Background: an optimization exercise with open tools, aiming at a short achievable clock period and few clock cycles. Do not read the settings as production practice.
In this exercise RTL edits were held to simulation tests only and were not proved equivalent to the original.
No activity file was given, so power comes from the tool's default toggle rates.

==> flow/constraint.sdc <==
create_clock -name core_clock -period 14.0 [get_ports {clock}]
set_input_delay 2.8000 -clock core_clock [delete_from_list [all_inputs] [get_ports {clock}]]
set_output_delay 2.8000 -clock core_clock [all_outputs]
set_load 0.01 [all_outputs]
==> flow/config.mk <==
export PLATFORM = sky130hd
export DESIGN_NAME = mipsLite
export DESIGN_NICKNAME = mipsLite
export VERILOG_FILES = /design/flow/design.v
export SDC_FILE = /design/flow/constraint.sdc
export NUM_CORES = 4
export LEC_CHECK = 0
export CAP_MARGIN = 20
export CORE_MARGIN = 2
export CORE_UTILIZATION = 55
export SLEW_MARGIN = 20
==> flow/standard.sh <==
#!/bin/bash
# synth_recipe.tcl (not shown) runs the flow's synth.tcl, then flattens the netlist and writes it again
# the make line also repeats each setting of config.mk as NAME=value (left out here)
make -C /OpenROAD-flow-scripts/flow DESIGN_CONFIG=/design/flow/config.mk WORK_HOME=/design/flow/orfs CLKGATE_MAP_FILE= SYNTH_SCRIPT=/design/flow/synth_recipe.tcl "${@:-finish}"
==> flow/flow/run.sh <==
#!/bin/bash
# The standard ORFS layout (the standard.sh, unchanged synthesis), with its timing
# repair aimed below the clock period: repair_timing works until the setup slack is at
# least SETUP_SLACK_MARGIN, so the layout is optimised for a shorter achieved period.
# Each ORFS step writes its full log under orfs/logs/; make's own output goes to
# standard_flow.log.
set -euo pipefail
bash standard.sh SETUP_SLACK_MARGIN=9.4 finish > standard_flow.log 2>&1
==> flow/design.v <==
`timescale 1ns/1ps
`default_nettype none
package mipsPkg;
	typedef enum logic [5:0] {
		OP_SPECIAL = 6'h00,
		OP_REGIMM  = 6'h01,
		OP_J       = 6'h02,
		OP_JAL     = 6'h03,
		OP_BEQ     = 6'h04,
		OP_BNE     = 6'h05,
		OP_BLEZ    = 6'h06,
		OP_BGTZ    = 6'h07,
		OP_ADDI    = 6'h08,
		OP_ADDIU   = 6'h09,
		OP_ANDI    = 6'h0C,
		OP_ORI     = 6'h0D,
		OP_XORI    = 6'h0E,
		OP_LUI     = 6'h0F,
		OP_LW      = 6'h23,
		OP_SW      = 6'h2B
	} opcodeT;
	typedef enum logic [5:0] {
		FN_JR   = 6'h08,
		FN_JALR = 6'h09,
		FN_ADD  = 6'h20,
		FN_ADDU = 6'h21,
		FN_SUB  = 6'h22,
		FN_SUBU = 6'h23,
		FN_AND  = 6'h24,
		FN_OR   = 6'h25,
		FN_XOR  = 6'h26,
		FN_NOR  = 6'h27,
		FN_SLT  = 6'h2A,
		FN_SLTU = 6'h2B
	} functT;
	typedef enum logic [3:0] {
		ALU_PASS, ALU_ADD, ALU_SUB, ALU_AND,
		ALU_OR, ALU_XOR, ALU_NOR, ALU_SLT,
		ALU_SLTU, ALU_LUI, ALU_BEQ, ALU_BNE,
		ALU_BLEZ, ALU_BGTZ, ALU_BLTZ, ALU_BGEZ
	} aluOpT;
endpackage
`default_nettype wire
`timescale 1ns/1ps
`default_nettype none
module decoder (
	input wire logic [31:0] ins,
	output logic wr,           
	output logic [4:0] rd,
	output logic link,         
	output logic lui,
	output logic useImm,       
	output logic zx,           
	output logic ld,
	output logic st,
	output logic opAdd,
	output logic opSub,
	output logic opAnd,
	output logic opOr,
	output logic opXor,
	output logic opNor,
	output logic opSlt,
	output logic opSltu,
	output logic [31:0] imm,
	output logic usesRs,       
	output logic usesRt        
);
	logic [5:0] op;
	logic [5:0] fn;
	assign op = ins[31:26];
	assign fn = ins[5:0];
	always_comb begin
		wr = 1'b0; rd = ins[20:16]; link = 1'b0; lui = 1'b0; useImm = 1'b0; zx = 1'b0;
		ld = 1'b0; st = 1'b0;
		opAdd = 1'b0; opSub = 1'b0; opAnd = 1'b0; opOr = 1'b0; opXor = 1'b0; opNor = 1'b0;
		opSlt = 1'b0; opSltu = 1'b0;
		case (op)
			6'h00: begin
				rd = ins[15:11];
				case (fn)
					6'h20, 6'h21: begin wr = 1'b1; opAdd = 1'b1; end
					6'h22, 6'h23: begin wr = 1'b1; opSub = 1'b1; end
					6'h24: begin wr = 1'b1; opAnd = 1'b1; end
					6'h25: begin wr = 1'b1; opOr = 1'b1; end
					6'h26: begin wr = 1'b1; opXor = 1'b1; end
					6'h27: begin wr = 1'b1; opNor = 1'b1; end
					6'h2A: begin wr = 1'b1; opSlt = 1'b1; end
					6'h2B: begin wr = 1'b1; opSltu = 1'b1; end
					6'h09: begin wr = 1'b1; link = 1'b1; opOr = 1'b1; end
					default: ;
				endcase
			end
			6'h03: begin wr = 1'b1; rd = 5'd31; link = 1'b1; opOr = 1'b1; end
			6'h08, 6'h09: begin wr = 1'b1; useImm = 1'b1; opAdd = 1'b1; end
			6'h0C: begin wr = 1'b1; useImm = 1'b1; zx = 1'b1; opAnd = 1'b1; end
			6'h0D: begin wr = 1'b1; useImm = 1'b1; zx = 1'b1; opOr = 1'b1; end
			6'h0E: begin wr = 1'b1; useImm = 1'b1; zx = 1'b1; opXor = 1'b1; end
			6'h0F: begin wr = 1'b1; useImm = 1'b1; lui = 1'b1; opOr = 1'b1; end
			6'h23: begin wr = 1'b1; useImm = 1'b1; opAdd = 1'b1; ld = 1'b1; end
			6'h2B: begin useImm = 1'b1; opAdd = 1'b1; st = 1'b1; end
			default: ;
		endcase
		if (rd == 5'd0)
			wr = 1'b0;
	end
	assign usesRs = (op == 6'h00) || (op == 6'h01) || (op[5:3] == 3'b000 && op[2:1] != 2'b01)
		|| (op == 6'h08) || (op == 6'h09) || (op == 6'h0C) || (op == 6'h0D) || (op == 6'h0E)
		|| (op == 6'h23) || (op == 6'h2B);
	assign usesRt = (op == 6'h00) || (op == 6'h04) || (op == 6'h05) || (op == 6'h2B);
	assign imm = lui ? {ins[15:0], 16'd0}
		: zx ? {16'd0, ins[15:0]} : {{16{ins[15]}}, ins[15:0]};
endmodule
`default_nettype wire
`timescale 1ns/1ps
`default_nettype none
module wordExpand (
	input wire logic [40:0] w,
	output logic [31:0] rsOH,
	output logic [31:0] rtOH,
	output logic [63:0] tgtOH
);
	assign rsOH = 32'd1 << w[25:21];
	assign rtOH = 32'd1 << w[20:16];
	assign tgtOH = 64'd1 << w[37:32];
endmodule
`default_nettype wire
`timescale 1ns/1ps
`default_nettype none
module alu (
	input wire logic [31:0] a,
	input wire logic [31:0] b,
	input wire logic opAdd,
	input wire logic opSub,
	input wire logic opAnd,
	input wire logic opOr,
	input wire logic opXor,
	input wire logic opNor,
	input wire logic opSlt,
	input wire logic opSltu,
	output logic [31:0] sum,
	output logic [31:0] result
);
	logic [31:0] diff;
	logic slt, sltu;
	assign sum = a + b;
	assign diff = a - b;
	assign slt = $signed(a) < $signed(b);
	assign sltu = a < b;
	assign result = ({32{opAdd}} & sum)
		| ({32{opSub}} & diff)
		| ({32{opAnd}} & (a & b))
		| ({32{opOr}} & (a | b))
		| ({32{opXor}} & (a ^ b))
		| ({32{opNor}} & ~(a | b))
		| {31'd0, (opSlt & slt) | (opSltu & sltu)};
endmodule
`default_nettype wire
`timescale 1ns/1ps
`default_nettype none
module mipsLite (
	input wire logic clock,
	input wire logic reset,
	input wire logic progWrite,
	input wire logic [5:0] progAddress,
	input wire logic [32-1:0] progData,
	output logic [32-1:0] serialData,
	output logic serialWrite
);
	logic pwValid;
	logic [5:0] pwAddr;
	logic [31:0] pwData;
	always_ff @(posedge clock) begin
		pwValid <= progWrite;
		pwAddr <= progAddress;
		pwData <= progData;
	end
	localparam int IW = 41;
	logic [IW-1:0] imem [64];
	logic pdJ, pdB, pdJR;
	logic [5:0] pdTgt;
	logic [5:0] pwOp;
	assign pwOp = pwData[31:26];
	always_comb begin
		pdJ = (pwOp == 6'h02) || (pwOp == 6'h03);
		pdB = (pwOp == 6'h01) || (pwOp == 6'h04) || (pwOp == 6'h05) || (pwOp == 6'h06)
			|| (pwOp == 6'h07);
		pdJR = (pwOp == 6'h00) && (pwData[5:1] == 5'b00100);
		pdTgt = pdJ ? pwData[5:0] : (pwAddr + 6'd1 + pwData[5:0]);
	end
	always_ff @(posedge clock) begin
		if (pwValid)
			imem[pwAddr] <= {pdJ, pdB, pdJR, pdTgt, pwData};
	end
	function automatic logic [63:0] rotl(input logic [63:0] x, input int n);
		rotl = (x << n) | (x >> (64 - n));
	endfunction
	logic vD;
	logic [5:0] pcD;           
	logic [5:0] pcF;           
	logic [63:0] pcFOH;
	logic [IW-1:0] w0, w1;
	logic [31:0] rs0OH, rt0OH, rs1OH, rt1OH;
	logic [63:0] tgt0OH, tgt1OH;
	logic [5:0] linkPred, jalrPred;
	logic [63:0] linkPredOH, jalrPredOH;
	logic cJ0, cB0, cJR0, ctl0, isJalr0;
	logic cJ1, cB1, cJR1, ctl1, isJalr1;
	logic [5:0] tgt0, tgt1;
	logic [31:0] ins0, ins1;
	logic [4:0] rs0, rt0, rs1, rt1;
	assign cJ0 = w0[40];
	assign cB0 = w0[39];
	assign cJR0 = w0[38];
	assign tgt0 = w0[37:32];
	assign ins0 = w0[31:0];
	assign rs0 = ins0[25:21];
	assign rt0 = ins0[20:16];
	assign ctl0 = cJ0 || cB0 || cJR0;
	assign isJalr0 = cJR0 && ins0[0];
	assign cJ1 = w1[40];
	assign cB1 = w1[39];
	assign cJR1 = w1[38];
	assign tgt1 = w1[37:32];
	assign ins1 = w1[31:0];
	assign rs1 = ins1[25:21];
	assign rt1 = ins1[20:16];
	assign ctl1 = cJ1 || cB1 || cJR1;
	assign isJalr1 = cJR1 && ins1[0];
	logic cJc, cJRc, isJalrc;
	logic [5:0] tgtc;
	logic [63:0] tgtcOH;
	assign cJc = ctl0 ? cJ0 : cJ1;
	assign cJRc = ctl0 ? cJR0 : cJR1;
	assign isJalrc = ctl0 ? isJalr0 : isJalr1;
	assign tgtc = ctl0 ? tgt0 : tgt1;
	assign tgtcOH = ctl0 ? tgt0OH : tgt1OH;
	logic [5:0] altAddr;
	logic [63:0] altOH;
	assign altAddr = cJRc ? (isJalrc ? jalrPred : linkPred) : tgtc;
	assign altOH = cJRc ? (isJalrc ? jalrPredOH : linkPredOH) : tgtcOH;
	logic [63:0] otherOH;  
	logic [63:0] selA0, selA1, selB0, selB1, selC0, selC1;
	assign selA0 = pcFOH;
	assign selA1 = rotl(pcFOH, 1);
	assign selB0 = altOH;
	assign selB1 = rotl(altOH, 1);
	assign selC0 = otherOH;
	assign selC1 = rotl(otherOH, 1);
	logic [IW-1:0] fA0, fA1, fB0, fB1, fC0, fC1;
	always_comb begin
		fA0 = '0; fA1 = '0; fB0 = '0; fB1 = '0; fC0 = '0; fC1 = '0;
		for (int i = 0; i < 64; i++) begin
			fA0 = fA0 | ({IW{selA0[i]}} & imem[i]);
			fA1 = fA1 | ({IW{selA1[i]}} & imem[i]);
			fB0 = fB0 | ({IW{selB0[i]}} & imem[i]);
			fB1 = fB1 | ({IW{selB1[i]}} & imem[i]);
			fC0 = fC0 | ({IW{selC0[i]}} & imem[i]);
			fC1 = fC1 | ({IW{selC1[i]}} & imem[i]);
		end
	end
	logic [31:0] xrsA0, xrtA0, xrsA1, xrtA1, xrsB0, xrtB0, xrsB1, xrtB1;
	logic [31:0] xrsC0, xrtC0, xrsC1, xrtC1, xrsR0, xrtR0, xrsR1, xrtR1;
	logic [63:0] xtgA0, xtgA1, xtgB0, xtgB1, xtgC0, xtgC1, xtgR0, xtgR1;
	wordExpand eA0 (.w(fA0), .rsOH(xrsA0), .rtOH(xrtA0), .tgtOH(xtgA0));
	wordExpand eA1 (.w(fA1), .rsOH(xrsA1), .rtOH(xrtA1), .tgtOH(xtgA1));
	wordExpand eB0 (.w(fB0), .rsOH(xrsB0), .rtOH(xrtB0), .tgtOH(xtgB0));
	wordExpand eB1 (.w(fB1), .rsOH(xrsB1), .rtOH(xrtB1), .tgtOH(xtgB1));
	wordExpand eC0 (.w(fC0), .rsOH(xrsC0), .rtOH(xrtC0), .tgtOH(xtgC0));
	wordExpand eC1 (.w(fC1), .rsOH(xrsC1), .rtOH(xrtC1), .tgtOH(xtgC1));
	logic [IW-1:0] m0, m1, m2;
	assign m0 = imem[0];
	assign m1 = imem[1];
	assign m2 = imem[2];
	logic ctlW0;
	assign ctlW0 = m0[40] || m0[39] || m0[38];
	logic [IW-1:0] fR0, fR1;
	assign fR0 = ctlW0 ? m0 : m1;
	assign fR1 = ctlW0 ? m1 : m2;
	wordExpand eR0 (.w(fR0), .rsOH(xrsR0), .rtOH(xrtR0), .tgtOH(xtgR0));
	wordExpand eR1 (.w(fR1), .rsOH(xrsR1), .rtOH(xrtR1), .tgtOH(xtgR1));
	logic [31:0] regs [32];
	logic [31:0] regValid;
	logic [31:0] rsV0, rtV0, rsV1, rtV1;
	always_comb begin
		rsV0 = 32'd0; rtV0 = 32'd0; rsV1 = 32'd0; rtV1 = 32'd0;
		for (int i = 1; i < 32; i++) begin
			rsV0 = rsV0 | ({32{rs0OH[i] & regValid[i]}} & regs[i]);
			rtV0 = rtV0 | ({32{rt0OH[i] & regValid[i]}} & regs[i]);
			rsV1 = rsV1 | ({32{rs1OH[i] & regValid[i]}} & regs[i]);
			rtV1 = rtV1 | ({32{rt1OH[i] & regValid[i]}} & regs[i]);
		end
	end
	logic vE0, vE1;
	logic wrE0, wrE1;
	logic [4:0] rdE0, rdE1;
	logic [31:0] aE0, bE0, aE1, bE1;
	logic e0Add, e0Sub, e0And, e0Or, e0Xor, e0Nor, e0Slt, e0Sltu;
	logic e1Add, e1Sub, e1And, e1Or, e1Xor, e1Nor, e1Slt, e1Sltu;
	logic ldE, stE, serE, ldLane;
	logic [31:0] sdE;
	logic [63:0] dmOH;
	logic brE;
	logic predTE;
	logic [2:0] brOpE;
	logic brRtE;
	logic [5:0] otherPcE;
	logic condE;
	logic mispE;
	logic [31:0] resE0, resE1;
	logic [31:0] aluE0, aluE1;
	logic [31:0] sumE0, sumE1;
	logic [31:0] dmem [64];
	logic d0Wr, d0Link, d0Lui, d0Imm, d0Zx, d0Ld, d0St, d0UsesRs, d0UsesRt;
	logic [4:0] d0Rd;
	logic d0Add, d0Sub, d0And, d0Or, d0Xor, d0Nor, d0Slt, d0Sltu;
	logic [31:0] imm0;
	decoder decodeS0 (
		.ins(ins0), .wr(d0Wr), .rd(d0Rd), .link(d0Link), .lui(d0Lui), .useImm(d0Imm),
		.zx(d0Zx), .ld(d0Ld), .st(d0St), .opAdd(d0Add), .opSub(d0Sub), .opAnd(d0And),
		.opOr(d0Or), .opXor(d0Xor), .opNor(d0Nor), .opSlt(d0Slt), .opSltu(d0Sltu),
		.imm(imm0), .usesRs(d0UsesRs), .usesRt(d0UsesRt)
	);
	logic d1Wr, d1Link, d1Lui, d1Imm, d1Zx, d1Ld, d1St, d1UsesRs, d1UsesRt;
	logic [4:0] d1Rd;
	logic d1Add, d1Sub, d1And, d1Or, d1Xor, d1Nor, d1Slt, d1Sltu;
	logic [31:0] imm1;
	decoder decodeS1 (
		.ins(ins1), .wr(d1Wr), .rd(d1Rd), .link(d1Link), .lui(d1Lui), .useImm(d1Imm),
		.zx(d1Zx), .ld(d1Ld), .st(d1St), .opAdd(d1Add), .opSub(d1Sub), .opAnd(d1And),
		.opOr(d1Or), .opXor(d1Xor), .opNor(d1Nor), .opSlt(d1Slt), .opSltu(d1Sltu),
		.imm(imm1), .usesRs(d1UsesRs), .usesRt(d1UsesRt)
	);
	logic zWr, zLink, zLui, zImm, zZx, zLd, zSt, zUsesRs, zUsesRt;
	logic [4:0] zRd;
	logic zAdd, zSub, zAnd, zOr, zXor, zNor, zSlt, zSltu;
	logic [31:0] immZ;
	decoder decodeW0 (
		.ins(m0[31:0]), .wr(zWr), .rd(zRd), .link(zLink), .lui(zLui), .useImm(zImm),
		.zx(zZx), .ld(zLd), .st(zSt), .opAdd(zAdd), .opSub(zSub), .opAnd(zAnd),
		.opOr(zOr), .opXor(zXor), .opNor(zNor), .opSlt(zSlt), .opSltu(zSltu),
		.imm(immZ), .usesRs(zUsesRs), .usesRt(zUsesRt)
	);
	logic e0rs0, e1rs0, e0rt0, e1rt0, e0rs1, e1rs1, e0rt1, e1rt1;
	assign e0rs0 = vE0 && wrE0 && (rdE0 == rs0);
	assign e1rs0 = vE1 && wrE1 && (rdE1 == rs0);
	assign e0rt0 = vE0 && wrE0 && (rdE0 == rt0);
	assign e1rt0 = vE1 && wrE1 && (rdE1 == rt0);
	assign e0rs1 = vE0 && wrE0 && (rdE0 == rs1);
	assign e1rs1 = vE1 && wrE1 && (rdE1 == rs1);
	assign e0rt1 = vE0 && wrE0 && (rdE0 == rt1);
	assign e1rt1 = vE1 && wrE1 && (rdE1 == rt1);
	logic [31:0] rsF0, rtF0, rsF1, rtF1;
	assign rsF0 = e1rs0 ? resE1 : e0rs0 ? resE0 : rsV0;
	assign rtF0 = e1rt0 ? resE1 : e0rt0 ? resE0 : rtV0;
	assign rsF1 = e1rs1 ? resE1 : e0rs1 ? resE0 : rsV1;
	assign rtF1 = e1rt1 ? resE1 : e0rt1 ? resE0 : rtV1;
	logic eq0, eq1;
	assign eq0 = (ins0[31:26] == 6'h04) || (ins0[31:26] == 6'h05);
	assign eq1 = (ins1[31:26] == 6'h04) || (ins1[31:26] == 6'h05);
	logic bypRs0, bypRs1, depE0, depE1;
	assign bypRs0 = e0rs0 || e1rs0;
	assign bypRs1 = e0rs1 || e1rs1;
	assign depE0 = bypRs0 || (eq0 && (e0rt0 || e1rt0));
	assign depE1 = bypRs1 || (eq1 && (e0rt1 || e1rt1));
	logic mem0, mem1;
	assign mem0 = d0Ld || d0St;
	assign mem1 = d1Ld || d1St;
	logic hazard;  
	assign hazard = vD && ((cJR0 && depE0) || (mem0 && bypRs0));
	logic raw;
	assign raw = d0Wr && ((d1UsesRs && rs1 == d0Rd) || (d1UsesRt && rt1 == d0Rd));
	logic pair;
	assign pair = !ctl0 && !raw && !(mem0 && mem1) && !(ctl1 && depE1) && !(mem1 && bypRs1);
	logic issue0, issue1;
	assign issue0 = vD && !hazard && !mispE;
	assign issue1 = issue0 && pair;
	logic brLate, predT;
	assign brLate = cB0 && depE0;
	assign predT = ins0[15];
	function automatic logic brCond(input logic [2:0] op, input logic rt0bit,
		input logic [31:0] a, input logic [31:0] b);
		case (op)
			3'd4: brCond = (a == b);
			3'd5: brCond = (a != b);
			3'd6: brCond = a[31] || (a == 32'd0);
			3'd7: brCond = !a[31] && (a != 32'd0);
			default: brCond = rt0bit ? !a[31] : a[31];  
		endcase
	endfunction
	logic cond0, cond1;
	assign cond0 = brCond(ins0[28:26], rt0[0], rsV0, rtV0);
	assign cond1 = brCond(ins1[28:26], rt1[0], rsV1, rtV1);
	logic [31:0] rsVc;
	assign rsVc = ctl0 ? rsV0 : rsV1;
	logic jrHit;
	assign jrHit = (rsVc[7:2] == altAddr);
	logic redirect, jrMiss;
	assign redirect = ctl0 ? (cJ0 || (cB0 && (brLate ? predT : cond0)) || (cJR0 && jrHit))
		: (pair && (cJ1 || (cB1 && cond1) || (cJR1 && jrHit)));
	assign jrMiss = ctl0 ? cJR0 && !jrHit : pair && cJR1 && !jrHit;
	logic [6:0] pcD1, pcD2;
	assign pcD1 = {1'b0, pcD} + 7'd1;
	assign pcD2 = {1'b0, pcD} + 7'd2;
	logic [31:0] link0, link1;
	assign link0 = 32'h0040_0000 | {23'd0, pcD1, 2'b00};
	assign link1 = 32'h0040_0000 | {23'd0, pcD2, 2'b00};
	logic [31:0] nextA0, nextB0, nextA1, nextB1;
	assign nextA0 = d0Link ? link0 : d0Lui ? 32'd0 : rsF0;
	assign nextB0 = d0Link ? 32'd0 : d0Imm ? imm0 : rtF0;
	assign nextA1 = d1Link ? link1 : d1Lui ? 32'd0 : rsF1;
	assign nextB1 = d1Link ? 32'd0 : d1Imm ? imm1 : rtF1;
	logic [31:0] rsVm, immM, rtFm;
	logic mLd, mSt, mIssue;
	assign rsVm = mem0 ? rsV0 : rsV1;
	assign immM = mem0 ? imm0 : imm1;
	assign rtFm = mem0 ? rtF0 : rtF1;
	assign mLd = mem0 ? d0Ld : d1Ld;
	assign mSt = mem0 ? d0St : d1St;
	assign mIssue = mem0 ? issue0 : issue1;
	logic [7:0] dAddrLo;
	assign dAddrLo = rsVm[7:0] + immM[7:0];
	logic [63:0] dIdxOH;
	assign dIdxOH = 64'd1 << dAddrLo[7:2];
	logic [63:0] idxZOH;
	assign idxZOH = 64'd1 << immZ[7:2];
	logic serD;
	logic [31:0] sK;
	logic [32:0] sCarry;
	assign sK = 32'hFFFF_0000;
	assign sCarry = {(rsVm & immM) | ((rsVm | immM) & ~sK), 1'b0};
	assign serD = ((rsVm ^ immM ^ sK) == sCarry[31:0]);
	assign condE = brCond(brOpE, brRtE, aE0, bE0);
	assign mispE = vE0 && brE && (condE != predTE);
	logic [5:0] jrTgt;
	assign jrTgt = rsVc[7:2];
	always_ff @(posedge clock) begin
		if (reset) begin
			vD <= 1'b1;
			w0 <= fR0; rs0OH <= xrsR0; rt0OH <= xrtR0; tgt0OH <= xtgR0;
			w1 <= fR1; rs1OH <= xrsR1; rt1OH <= xrtR1; tgt1OH <= xtgR1;
			if (ctlW0) begin
				pcD <= 6'd0;
				pcF <= 6'd2;
				pcFOH <= 64'd1 << 2;
			end else begin
				pcD <= 6'd1;
				pcF <= 6'd3;
				pcFOH <= 64'd1 << 3;
			end
		end else if (mispE) begin
			vD <= 1'b1;
			w0 <= fC0; rs0OH <= xrsC0; rt0OH <= xrtC0; tgt0OH <= xtgC0;
			w1 <= fC1; rs1OH <= xrsC1; rt1OH <= xrtC1; tgt1OH <= xtgC1;
			pcD <= otherPcE;
			pcF <= otherPcE + 6'd2;
			pcFOH <= rotl(otherOH, 2);
		end else if (!vD || (!hazard && !redirect && !jrMiss && issue1)) begin
			vD <= 1'b1;
			w0 <= fA0; rs0OH <= xrsA0; rt0OH <= xrtA0; tgt0OH <= xtgA0;
			w1 <= fA1; rs1OH <= xrsA1; rt1OH <= xrtA1; tgt1OH <= xtgA1;
			pcD <= pcF;
			pcF <= pcF + 6'd2;
			pcFOH <= rotl(pcFOH, 2);
		end else if (hazard) begin
		end else if (redirect) begin
			w0 <= fB0; rs0OH <= xrsB0; rt0OH <= xrtB0; tgt0OH <= xtgB0;
			w1 <= fB1; rs1OH <= xrsB1; rt1OH <= xrtB1; tgt1OH <= xtgB1;
			pcD <= altAddr;
			pcF <= altAddr + 6'd2;
			pcFOH <= rotl(altOH, 2);
		end else if (jrMiss) begin
			vD <= 1'b0;
			pcF <= jrTgt;
			pcFOH <= 64'd1 << jrTgt;
		end else begin
			w0 <= w1; rs0OH <= rs1OH; rt0OH <= rt1OH; tgt0OH <= tgt1OH;
			w1 <= fA0; rs1OH <= xrsA0; rt1OH <= xrtA0; tgt1OH <= xtgA0;
			pcD <= pcD + 6'd1;
			pcF <= pcF + 6'd1;
			pcFOH <= rotl(pcFOH, 1);
		end
	end
	logic ctlIssue;
	assign ctlIssue = ctl0 ? issue0 : issue1;
	logic [5:0] linkNext;
	assign linkNext = ctl0 ? pcD1[5:0] : pcD2[5:0];
	always_ff @(posedge clock) begin
		if (reset) begin
			linkPred <= 6'd0;
			linkPredOH <= 64'd1;
			jalrPred <= 6'd0;
			jalrPredOH <= 64'd1;
		end else if (ctlIssue) begin
			if ((cJc && (ctl0 ? ins0[26] : ins1[26])) || isJalrc) begin
				linkPred <= linkNext;
				linkPredOH <= 64'd1 << linkNext;
			end
			if (isJalrc) begin
				jalrPred <= jrTgt;
				jalrPredOH <= 64'd1 << jrTgt;
			end else if (cJc && (ctl0 ? ins0[26] : ins1[26])) begin
				jalrPred <= tgtc;
				jalrPredOH <= tgtcOH;
			end
		end
	end
	always_ff @(posedge clock) begin
		if (reset) begin
			vE0 <= !ctlW0;
			vE1 <= 1'b0;
			brE <= 1'b0;
			wrE0 <= zWr;
			rdE0 <= zRd;
			aE0 <= 32'd0;
			bE0 <= zImm ? immZ : 32'd0;
			{e0Add, e0Sub, e0And, e0Or, e0Xor, e0Nor, e0Slt, e0Sltu}
				<= {zAdd, zSub, zAnd, zOr, zXor, zNor, zSlt, zSltu};
			ldE <= zLd && !ctlW0;
			stE <= zSt && !ctlW0;
			serE <= 1'b0;  
			ldLane <= 1'b0;
			sdE <= 32'd0;
			dmOH <= idxZOH;
		end else begin
			vE0 <= issue0;
			vE1 <= issue1;
			brE <= brLate;
			wrE0 <= d0Wr;
			rdE0 <= d0Rd;
			aE0 <= nextA0;
			bE0 <= nextB0;
			{e0Add, e0Sub, e0And, e0Or, e0Xor, e0Nor, e0Slt, e0Sltu}
				<= {d0Add, d0Sub, d0And, d0Or, d0Xor, d0Nor, d0Slt, d0Sltu};
			ldE <= mIssue && mLd;
			stE <= mIssue && mSt;
			serE <= serD;
			ldLane <= !mem0;
			sdE <= rtFm;
			dmOH <= dIdxOH;
		end
		wrE1 <= d1Wr;
		rdE1 <= d1Rd;
		aE1 <= nextA1;
		bE1 <= nextB1;
		{e1Add, e1Sub, e1And, e1Or, e1Xor, e1Nor, e1Slt, e1Sltu}
			<= {d1Add, d1Sub, d1And, d1Or, d1Xor, d1Nor, d1Slt, d1Sltu};
		predTE <= predT;
		brOpE <= ins0[28:26];
		brRtE <= rt0[0];
		otherPcE <= predT ? pcD1[5:0] : tgt0;
		otherOH <= predT ? (64'd1 << pcD1[5:0]) : tgt0OH;
	end
	always_ff @(posedge clock) begin
		serialWrite <= !reset && mIssue && mSt && serD;
		if (mIssue && mSt && serD)
			serialData <= rtFm;
	end
	alu alu0 (
		.a(aE0), .b(bE0), .opAdd(e0Add), .opSub(e0Sub), .opAnd(e0And), .opOr(e0Or),
		.opXor(e0Xor), .opNor(e0Nor), .opSlt(e0Slt), .opSltu(e0Sltu),
		.sum(sumE0), .result(aluE0)
	);
	alu alu1 (
		.a(aE1), .b(bE1), .opAdd(e1Add), .opSub(e1Sub), .opAnd(e1And), .opOr(e1Or),
		.opXor(e1Xor), .opNor(e1Nor), .opSlt(e1Slt), .opSltu(e1Sltu),
		.sum(sumE1), .result(aluE1)
	);
	logic [31:0] ldData;
	always_comb begin
		ldData = 32'd0;
		for (int i = 0; i < 64; i++)
			ldData = ldData | ({32{dmOH[i]}} & dmem[i]);
	end
	assign resE0 = (ldE && !ldLane) ? ldData : aluE0;
	assign resE1 = (ldE && ldLane) ? ldData : aluE1;
	logic dmWrite;
	assign dmWrite = stE && !serE;
	always_ff @(posedge clock) begin
		for (int i = 0; i < 64; i++)
			if (dmWrite && dmOH[i])
				dmem[i] <= sdE;
	end
	logic we0, we1;
	assign we0 = vE0 && wrE0;
	assign we1 = vE1 && wrE1;
	always_ff @(posedge clock) begin
		for (int i = 1; i < 32; i++) begin
			if (we1 && rdE1 == 5'(i))
				regs[i] <= resE1;
			else if (we0 && rdE0 == 5'(i))
				regs[i] <= resE0;
		end
	end
	always_ff @(posedge clock) begin
		if (reset)
			regValid <= 32'd0;
		else
			for (int i = 1; i < 32; i++)
				if ((we1 && rdE1 == 5'(i)) || (we0 && rdE0 == 5'(i)))
					regValid[i] <= 1'b1;
	end
endmodule
`default_nettype wire
==> run notes, run 1 <==
cts bufs inserted=about 690; site row count=about 300; Max Buffers Root-to-Sink=4; top-area cell type share of the netlist area=0.491; Tot GR Track Use=1.05; Die Height=around 830 µm; placed wire-length estimate=between 1500000 and 2000000 µm; number of distinct library cells after synthesis=between 100 and 150; count of port buffers added during placement=73; first-pass GRT wire length=5060000 µm; Final GP Congestion=1.36; # clock sinks=6652; DIE WIDTH=approximately 830 µm; H-tree lvl count=6; vias in the first global route=roughly 510k; sequential area share after synthesis=0.520; number of synthesized register bits=6652; Gate Count Post-Synth=about 34000; I/O pins=74; pin count of the biggest net entering global routing=145; global route total overflow=about 45000; Syn Area/Cell=around 11 µm²; mapped cell area=about 370000 µm²; Stopped at=global routing (5_1_grt); run status=stopped before the end; Async SR Flop Fraction=0; YS warnings=4; Net Count, Synth=34100; Error=[ERROR GRT-0116] Global routing finished with congestion. Check the congestion regions in the DRC Viewer.; CTS Root Cell=clkbuf_16; Initial Utilization=0.552; Synth area leaders=edfxtp_1 49%, a221oi_1 8.7%, a22o_1 8.5%; ys flop type=edfxtp_1; number of flops mapped to enable cells by yosys=6106; Synth area leader=edfxtp_1
logic make-up after synthesis:
family	after synthesis	share of synthesized area
buf+inv	3923	0.0410
compound gates	13700	0.291
fa+ha+maj	250	0.00847
flops	6652	0.520
simple gates	8228	0.114
xor+xnor	219	0.00513
mux	772	0.0211
repair_timing:
item / 4_1_cts
buffers inserted: 878
pin swaps: 562
gates cloned: 206
hold buffers: 0
setup endpoints to repair: 2032
gates resized for setup: 3290
Yosys cell counts (81+ instances only):
cell type and number:
or3_1 101, mux2_2 121, a21oi_1 621, buf_1 752, and2_1 262, clkbuf_1 2420, o21ai_1 83, nand4_1 1453
o22ai_1 177, a221oi_1 3733, inv_1 323, buf_2 391, nand3_1 1396, nor4_1 294, nor2_1 1123, mux2i_1 649
nand2_1 1746, a2111oi_0 264, a22oi_1 2808, o211ai_1 91, a32oi_1 103, a311oi_1 81, a22o_1 3622, nor3_1 452
or4_1 208, and3_1 865, edfxtp_1 6106, ha_1 245, xor2_1 142, a222oi_1 83, o31ai_1 106, o21ai_0 1112
a211oi_1 175, dfxtp_1 546, a31oi_1 116
power by group through the flow:
stage / Sequential, mW / Combinational (mW) / Clock (mW)
after CTS: 23.8 / 32.1 / 19.8
after floorplan: 23.1 / 14.1 / 0
after detailed placement: 24.3 / 28.5 / 0
after global placement: 24.3 / 28.4 / 0
metal layers:
layer,GRT overflow,GRT usage
met5,855,0.946
met4,9660,1.08
met3,6174,1.01
met2,20900,1.13
met1,7076,1.01
per-stage QoR:
stage / cells / setup WS [ps] / area, µm² / util / hold WS, ps
after floorplan: 33800 / 3820 / 374000 / - / 346
after global placement: 41000 / 4910 / 391000 / 0.578 / 440
after detailed placement: 41000 / 5130 / 392000 / 0.579 / 447
after CTS: 43400 / 8430 / 442000 / 0.654 / 436
worst max-delay path by stage:
stage / from / slack (ps) / depth (start not counted) / endpoint
after CTS: rs0OH[9] / 8430 / 21 / w1[6]
after detailed placement: regValid[26] / 5130 / 17 / w0[35]
after global placement: regValid[26] / 4910 / 17 / rs1OH[26]
after floorplan: rt0OH[23] / 3820 / 18 / pcD[0]
Testbench counts, summed over its fixed seeds: cycles 14,008.
==> run 2: changes to the inputs <==
--- a/flow/design.v
+++ b/flow/design.v
@@ -297,7 +297,8 @@
 	logic e0Add, e0Sub, e0And, e0Or, e0Xor, e0Nor, e0Slt, e0Sltu;
 	logic e1Add, e1Sub, e1And, e1Or, e1Xor, e1Nor, e1Slt, e1Sltu;
-	logic ldE, stE, serE, ldLane;
-	logic [31:0] sdE;
-	logic [63:0] dmOH;
+	logic ld0E, st0E, ld1E, st1E;
+	logic [31:0] sd0E, sd1E;
+	logic [63:0] dm0OH, dm1OH;
+	logic fwdE;  
 	logic brE;
 	logic predTE;
@@ -370,6 +371,9 @@
 	logic raw;
 	assign raw = d0Wr && ((d1UsesRs && rs1 == d0Rd) || (d1UsesRt && rt1 == d0Rd));
+	logic serS0, serS1;
 	logic pair;
-	assign pair = !ctl0 && !raw && !(mem0 && mem1) && !(ctl1 && depE1) && !(mem1 && bypRs1);
+	assign pair = !raw && !(ctl1 && depE1) && !(mem1 && bypRs1)
+		&& !(serS0 && serS1)
+		&& (!ctl0 || (cB0 && !brLate && !cond0 && !ctl1));
 	logic issue0, issue1;
 	assign issue0 = vD && !hazard && !mispE;
@@ -410,73 +414,71 @@
 	assign nextA1 = d1Link ? link1 : d1Lui ? 32'd0 : rsF1;
 	assign nextB1 = d1Link ? 32'd0 : d1Imm ? imm1 : rtF1;
-	logic [31:0] rsVm, immM, rtFm;
-	logic mLd, mSt, mIssue;
-	assign rsVm = mem0 ? rsV0 : rsV1;
-	assign immM = mem0 ? imm0 : imm1;
-	assign rtFm = mem0 ? rtF0 : rtF1;
-	assign mLd = mem0 ? d0Ld : d1Ld;
-	assign mSt = mem0 ? d0St : d1St;
-	assign mIssue = mem0 ? issue0 : issue1;
-	logic [7:0] dAddrLo;
-	assign dAddrLo = rsVm[7:0] + immM[7:0];
-	logic [63:0] dIdxOH;
-	assign dIdxOH = 64'd1 << dAddrLo[7:2];
+	function automatic logic isSerial(input logic [31:0] base, input logic [31:0] off);
+		logic [31:0] k;
+		logic [31:0] t;
+		k = 32'hFFFF_0000;
+		t = (base & off) | ((base | off) & ~k);  
+		isSerial = ((base ^ off ^ k) == {t[30:0], 1'b0});
+	endfunction
+	assign serS0 = d0St && isSerial(rsV0, imm0);
+	assign serS1 = d1St && isSerial(rsV1, imm1);
+	logic dmSt0, dmSt1;
+	assign dmSt0 = d0St && !serS0;
+	assign dmSt1 = d1St && !serS1;
+	logic [7:0] dAddrLo0, dAddrLo1;
+	assign dAddrLo0 = rsV0[7:0] + imm0[7:0];
+	assign dAddrLo1 = rsV1[7:0] + imm1[7:0];
 	logic [63:0] idxZOH;
 	assign idxZOH = 64'd1 << immZ[7:2];
-	logic serD;
-	logic [31:0] sK;
-	logic [32:0] sCarry;
-	assign sK = 32'hFFFF_0000;
-	assign sCarry = {(rsVm & immM) | ((rsVm | immM) & ~sK), 1'b0};
-	assign serD = ((rsVm ^ immM ^ sK) == sCarry[31:0]);
 	assign condE = brCond(brOpE, brRtE, aE0, bE0);
 	assign mispE = vE0 && brE && (condE != predTE);
 	logic [5:0] jrTgt;
 	assign jrTgt = rsVc[7:2];
+	localparam int SW = IW + 32 + 32 + 64;
+	logic [SW-1:0] cur0, cur1, sA0, sA1, sB0, sB1, sC0, sC1, sR0, sR1;
+	assign cur0 = {w0, rs0OH, rt0OH, tgt0OH};
+	assign cur1 = {w1, rs1OH, rt1OH, tgt1OH};
+	assign sA0 = {fA0, xrsA0, xrtA0, xtgA0};
+	assign sA1 = {fA1, xrsA1, xrtA1, xtgA1};
+	assign sB0 = {fB0, xrsB0, xrtB0, xtgB0};
+	assign sB1 = {fB1, xrsB1, xrtB1, xtgB1};
+	assign sC0 = {fC0, xrsC0, xrtC0, xtgC0};
+	assign sC1 = {fC1, xrsC1, xrtC1, xtgC1};
+	assign sR0 = {fR0, xrsR0, xrtR0, xtgR0};
+	assign sR1 = {fR1, xrsR1, xrtR1, xtgR1};
+	logic holdD;
+	assign holdD = !reset && !mispE && hazard;
+	logic jm;      
+	logic seqTwo;  
+	logic takeB;   
+	assign jm = vD && jrMiss;
+	assign seqTwo = !vD || issue1 || jrMiss;
+	assign takeB = vD && redirect;
+	logic [SW-1:0] nr0, nr1, nm0, nm1, nx0, nx1;
+	assign nr0 = seqTwo ? sA0 : cur1;
+	assign nr1 = seqTwo ? sA1 : sA0;
+	assign nm0 = takeB ? sB0 : nr0;
+	assign nm1 = takeB ? sB1 : nr1;
+	assign nx0 = reset ? sR0 : mispE ? sC0 : nm0;
+	assign nx1 = reset ? sR1 : mispE ? sC1 : nm1;
+	logic [5:0] nrPcD, nmPcD, nxPcD, nrPcF, nmPcF, nxPcF;
+	logic [63:0] nrPcFOH, nmPcFOH, nxPcFOH;
+	assign nrPcD = seqTwo ? pcF : pcD + 6'd1;
+	assign nrPcF = jm ? jrTgt : seqTwo ? pcF + 6'd2 : pcF + 6'd1;
+	assign nrPcFOH = jm ? (64'd1 << jrTgt) : seqTwo ? rotl(pcFOH, 2) : rotl(pcFOH, 1);
+	assign nmPcD = takeB ? altAddr : nrPcD;
+	assign nmPcF = takeB ? altAddr + 6'd2 : nrPcF;
+	assign nmPcFOH = takeB ? rotl(altOH, 2) : nrPcFOH;
+	assign nxPcD = reset ? (ctlW0 ? 6'd0 : 6'd1) : mispE ? otherPcE : nmPcD;
+	assign nxPcF = reset ? (ctlW0 ? 6'd2 : 6'd3) : mispE ? otherPcE + 6'd2 : nmPcF;
+	assign nxPcFOH = reset ? (ctlW0 ? 64'd4 : 64'd8) : mispE ? rotl(otherOH, 2) : nmPcFOH;
 	always_ff @(posedge clock) begin
-		if (reset) begin
-			vD <= 1'b1;
-			w0 <= fR0; rs0OH <= xrsR0; rt0OH <= xrtR0; tgt0OH <= xtgR0;
-			w1 <= fR1; rs1OH <= xrsR1; rt1OH <= xrtR1; tgt1OH <= xtgR1;
-			if (ctlW0) begin
-				pcD <= 6'd0;
-				pcF <= 6'd2;
-				pcFOH <= 64'd1 << 2;
-			end else begin
-				pcD <= 6'd1;
-				pcF <= 6'd3;
-				pcFOH <= 64'd1 << 3;
-			end
-		end else if (mispE) begin
-			vD <= 1'b1;
-			w0 <= fC0; rs0OH <= xrsC0; rt0OH <= xrtC0; tgt0OH <= xtgC0;
-			w1 <= fC1; rs1OH <= xrsC1; rt1OH <= xrtC1; tgt1OH <= xtgC1;
-			pcD <= otherPcE;
-			pcF <= otherPcE + 6'd2;
-			pcFOH <= rotl(otherOH, 2);
-		end else if (!vD || (!hazard && !redirect && !jrMiss && issue1)) begin
-			vD <= 1'b1;
-			w0 <= fA0; rs0OH <= xrsA0; rt0OH <= xrtA0; tgt0OH <= xtgA0;
-			w1 <= fA1; rs1OH <= xrsA1; rt1OH <= xrtA1; tgt1OH <= xtgA1;
-			pcD <= pcF;
-			pcF <= pcF + 6'd2;
-			pcFOH <= rotl(pcFOH, 2);
-		end else if (hazard) begin
-		end else if (redirect) begin
-			w0 <= fB0; rs0OH <= xrsB0; rt0OH <= xrtB0; tgt0OH <= xtgB0;
-			w1 <= fB1; rs1OH <= xrsB1; rt1OH <= xrtB1; tgt1OH <= xtgB1;
-			pcD <= altAddr;
-			pcF <= altAddr + 6'd2;
-			pcFOH <= rotl(altOH, 2);
-		end else if (jrMiss) begin
-			vD <= 1'b0;
-			pcF <= jrTgt;
-			pcFOH <= 64'd1 << jrTgt;
-		end else begin
-			w0 <= w1; rs0OH <= rs1OH; rt0OH <= rt1OH; tgt0OH <= tgt1OH;
-			w1 <= fA0; rs1OH <= xrsA0; rt1OH <= xrtA0; tgt1OH <= xtgA0;
-			pcD <= pcD + 6'd1;
-			pcF <= pcF + 6'd1;
-			pcFOH <= rotl(pcFOH, 1);
+		if (!holdD) begin
+			vD <= reset || mispE || !jm;
+			{w0, rs0OH, rt0OH, tgt0OH} <= nx0;
+			{w1, rs1OH, rt1OH, tgt1OH} <= nx1;
+			pcD <= nxPcD;
+			pcF <= nxPcF;
+			pcFOH <= nxPcFOH;
 		end
 	end
@@ -516,10 +518,10 @@
 			{e0Add, e0Sub, e0And, e0Or, e0Xor, e0Nor, e0Slt, e0Sltu}
 				<= {zAdd, zSub, zAnd, zOr, zXor, zNor, zSlt, zSltu};
-			ldE <= zLd && !ctlW0;
-			stE <= zSt && !ctlW0;
-			serE <= 1'b0;  
-			ldLane <= 1'b0;
-			sdE <= 32'd0;
-			dmOH <= idxZOH;
+			ld0E <= zLd && !ctlW0;
+			st0E <= zSt && !ctlW0;
+			ld1E <= 1'b0;
+			st1E <= 1'b0;
+			sd0E <= 32'd0;
+			dm0OH <= idxZOH;
 		end else begin
 			vE0 <= issue0;
@@ -532,11 +534,14 @@
 			{e0Add, e0Sub, e0And, e0Or, e0Xor, e0Nor, e0Slt, e0Sltu}
 				<= {d0Add, d0Sub, d0And, d0Or, d0Xor, d0Nor, d0Slt, d0Sltu};
-			ldE <= mIssue && mLd;
-			stE <= mIssue && mSt;
-			serE <= serD;
-			ldLane <= !mem0;
-			sdE <= rtFm;
-			dmOH <= dIdxOH;
+			ld0E <= issue0 && d0Ld;
+			st0E <= issue0 && dmSt0;
+			ld1E <= issue1 && d1Ld;
+			st1E <= issue1 && dmSt1;
+			sd0E <= rtF0;
+			dm0OH <= 64'd1 << dAddrLo0[7:2];
 		end
+		sd1E <= rtF1;
+		dm1OH <= 64'd1 << dAddrLo1[7:2];
+		fwdE <= (dAddrLo0[7:2] == dAddrLo1[7:2]);
 		wrE1 <= d1Wr;
 		rdE1 <= d1Rd;
@@ -551,8 +556,9 @@
 		otherOH <= predT ? (64'd1 << pcD1[5:0]) : tgt0OH;
 	end
+	logic serOut;
+	assign serOut = (issue0 && serS0) || (issue1 && serS1);
 	always_ff @(posedge clock) begin
-		serialWrite <= !reset && mIssue && mSt && serD;
-		if (mIssue && mSt && serD)
-			serialData <= rtFm;
+		serialWrite <= !reset && serOut;
+		serialData <= serS0 ? rtF0 : rtF1;  
 	end
 	alu alu0 (
@@ -566,18 +572,22 @@
 		.sum(sumE1), .result(aluE1)
 	);
-	logic [31:0] ldData;
+	logic [31:0] ldData0, ldData1;
 	always_comb begin
-		ldData = 32'd0;
-		for (int i = 0; i < 64; i++)
-			ldData = ldData | ({32{dmOH[i]}} & dmem[i]);
+		ldData0 = 32'd0;
+		ldData1 = 32'd0;
+		for (int i = 0; i < 64; i++) begin
+			ldData0 = ldData0 | ({32{dm0OH[i]}} & dmem[i]);
+			ldData1 = ldData1 | ({32{dm1OH[i]}} & dmem[i]);
+		end
 	end
-	assign resE0 = (ldE && !ldLane) ? ldData : aluE0;
-	assign resE1 = (ldE && ldLane) ? ldData : aluE1;
-	logic dmWrite;
-	assign dmWrite = stE && !serE;
+	assign resE0 = ld0E ? ldData0 : aluE0;
+	assign resE1 = ld1E ? ((st0E && fwdE) ? sd0E : ldData1) : aluE1;
 	always_ff @(posedge clock) begin
-		for (int i = 0; i < 64; i++)
-			if (dmWrite && dmOH[i])
-				dmem[i] <= sdE;
+		for (int i = 0; i < 64; i++) begin
+			if (st1E && dm1OH[i])
+				dmem[i] <= sd1E;
+			else if (st0E && dm0OH[i])
+				dmem[i] <= sd0E;
+		end
 	end
 	logic we0, we1;
--- a/flow/config.mk
+++ b/flow/config.mk
@@ -8,4 +8,4 @@
 export CAP_MARGIN = 20
 export CORE_MARGIN = 2
-export CORE_UTILIZATION = 55
+export CORE_UTILIZATION = 40
 export SLEW_MARGIN = 20
==> run 2 against run 1 <==
  * The flow again stops in global routing (5_1_grt)
  * Synthesized cell count increased by 15%
  * Area after synthesis increased by 11%
==> run notes, run 2 <==
CTS Root Cell=clkbuf_16; # clock sinks=approximately 6700; cts bufs inserted=roughly 800; DIE WIDTH=1020 µm; Synth top cells by count=6075 x edfxtp_1, 3784 x a221oi_1, 3674 x a22o_1; count of port buffers added during placement=73; Gate Count Post-Synth=approximately 39000; YS warnings=4; site row count=about 370; Syn Area/Cell=roughly 11 µm²; Tot GR Track Use=0.854; first-pass GRT wire length=around 6000000 µm; number of distinct library cells after synthesis=a little under 100; Async SR Flop Fraction=0; Net Count, Synth=~39000; I/O pins=between 70 and 80; Max Buffers Root-to-Sink=5; pin count of the biggest net entering global routing=between 100 and 150; global route total overflow=between 2000 and 3000; sequential area share after synthesis=0.471; ys flop type=edfxtp_1; mapped cell area=between 400000 and 500000 µm²; Error=[ERROR GRT-0116] Global routing finished with congestion. Check the congestion regions in the DRC Viewer.; hold_buf cts=0; placed wire-length estimate=2640000 µm; Initial Utilization=0.401; top-area cell type share of the netlist area=0.439; run status=stopped before the end; vias in the first global route=around 520k; number of flops mapped to enable cells by yosys=between 6000 and 7000; Stopped at=global routing (5_1_grt); Final GP Congestion=approximately 1.2; number of synthesized register bits=6749; most frequent cell after synthesis=edfxtp_1; Die Height=approximately 1000 µm; H-tree lvl count=6; Synth area leaders=edfxtp_1 44%, a221oi_1 8.0%, a22o_1 7.7%; Synth area leader=edfxtp_1
==> run 2: cell types whose count changed after synthesis, sizes merged, moves of 304 or more <==
| cell | change |
|---|---|
| o21ai | -304 |
| mux2 | +2018 |
| a22oi | +404 |
| nand3 | +321 |
| clkbuf | +848 |
| nand4 | +356 |
| mux2i | +387 |
==> run 2: stage by stage <==
| step | setup WS [ps] | util | instance area, µm² | hold WS, ps | std cells |
|---|---|---|---|---|---|
| floorplan | 6320 | - | 416000 | 346 | 38700 |
| global placement | 3430 | 0.426 | 441000 | 452 | 50300 |
| detailed placement | 4060 | 0.426 | 442000 | 454 | 50300 |
| CTS | 7440 | 0.473 | 490000 | 467 | 52600 |
==> run 2: power groups by stage <==
stage | Sequential, mW | Clock (mW) | Combinational [mW]
4_1_cts | 24.1 | 22.4 | 48.4
3_5_place_dp | 24.5 | 0 | 39.4
3_3_place_gp | 24.6 | 0 | 39.9
2_1_floorplan | 23.4 | 0 | 18.7
==> run 2: worst min path at each step <==
| stage | end | depth (start not counted) | from |
|---|---|---|---|
| 4_1_cts | linkPred[1] | 2 | linkPred[1] |
| 3_5_place_dp | linkPred[1] | 2 | linkPred[1] |
| 3_3_place_gp | linkPred[1] | 2 | linkPred[1] |
| 2_1_floorplan | brOpE[1] | 0 | w0[27] |
==> run 2: routing by layer <==
layer / GRT overflow / global-route usage
met1: 441 / 0.859
met2: 1118 / 0.932
met3: 415 / 0.796
met4: 849 / 0.812
met5: 61 / 0.654
==> run 2: logic make-up after synthesis <==
group	share of synthesized area
simple gates	0.112
xor+xnor	0.00582
mux	0.0830
fa+ha+maj	0.00876
flops	0.471
compound gates	0.273
buf+inv	0.0460
==> run 2: what timing repair did <==
| item | 4_1_cts |
|---|---|
| buffers inserted | 643 |
| hold endpoints to repair | 0 |
| setup endpoints to repair | 2264 |
| cloned | 183 |
| gates resized for setup | 2395 |
| pin swaps | 486 |
Testbench counts of run 2, summed over its fixed seeds: cycles 13,057.
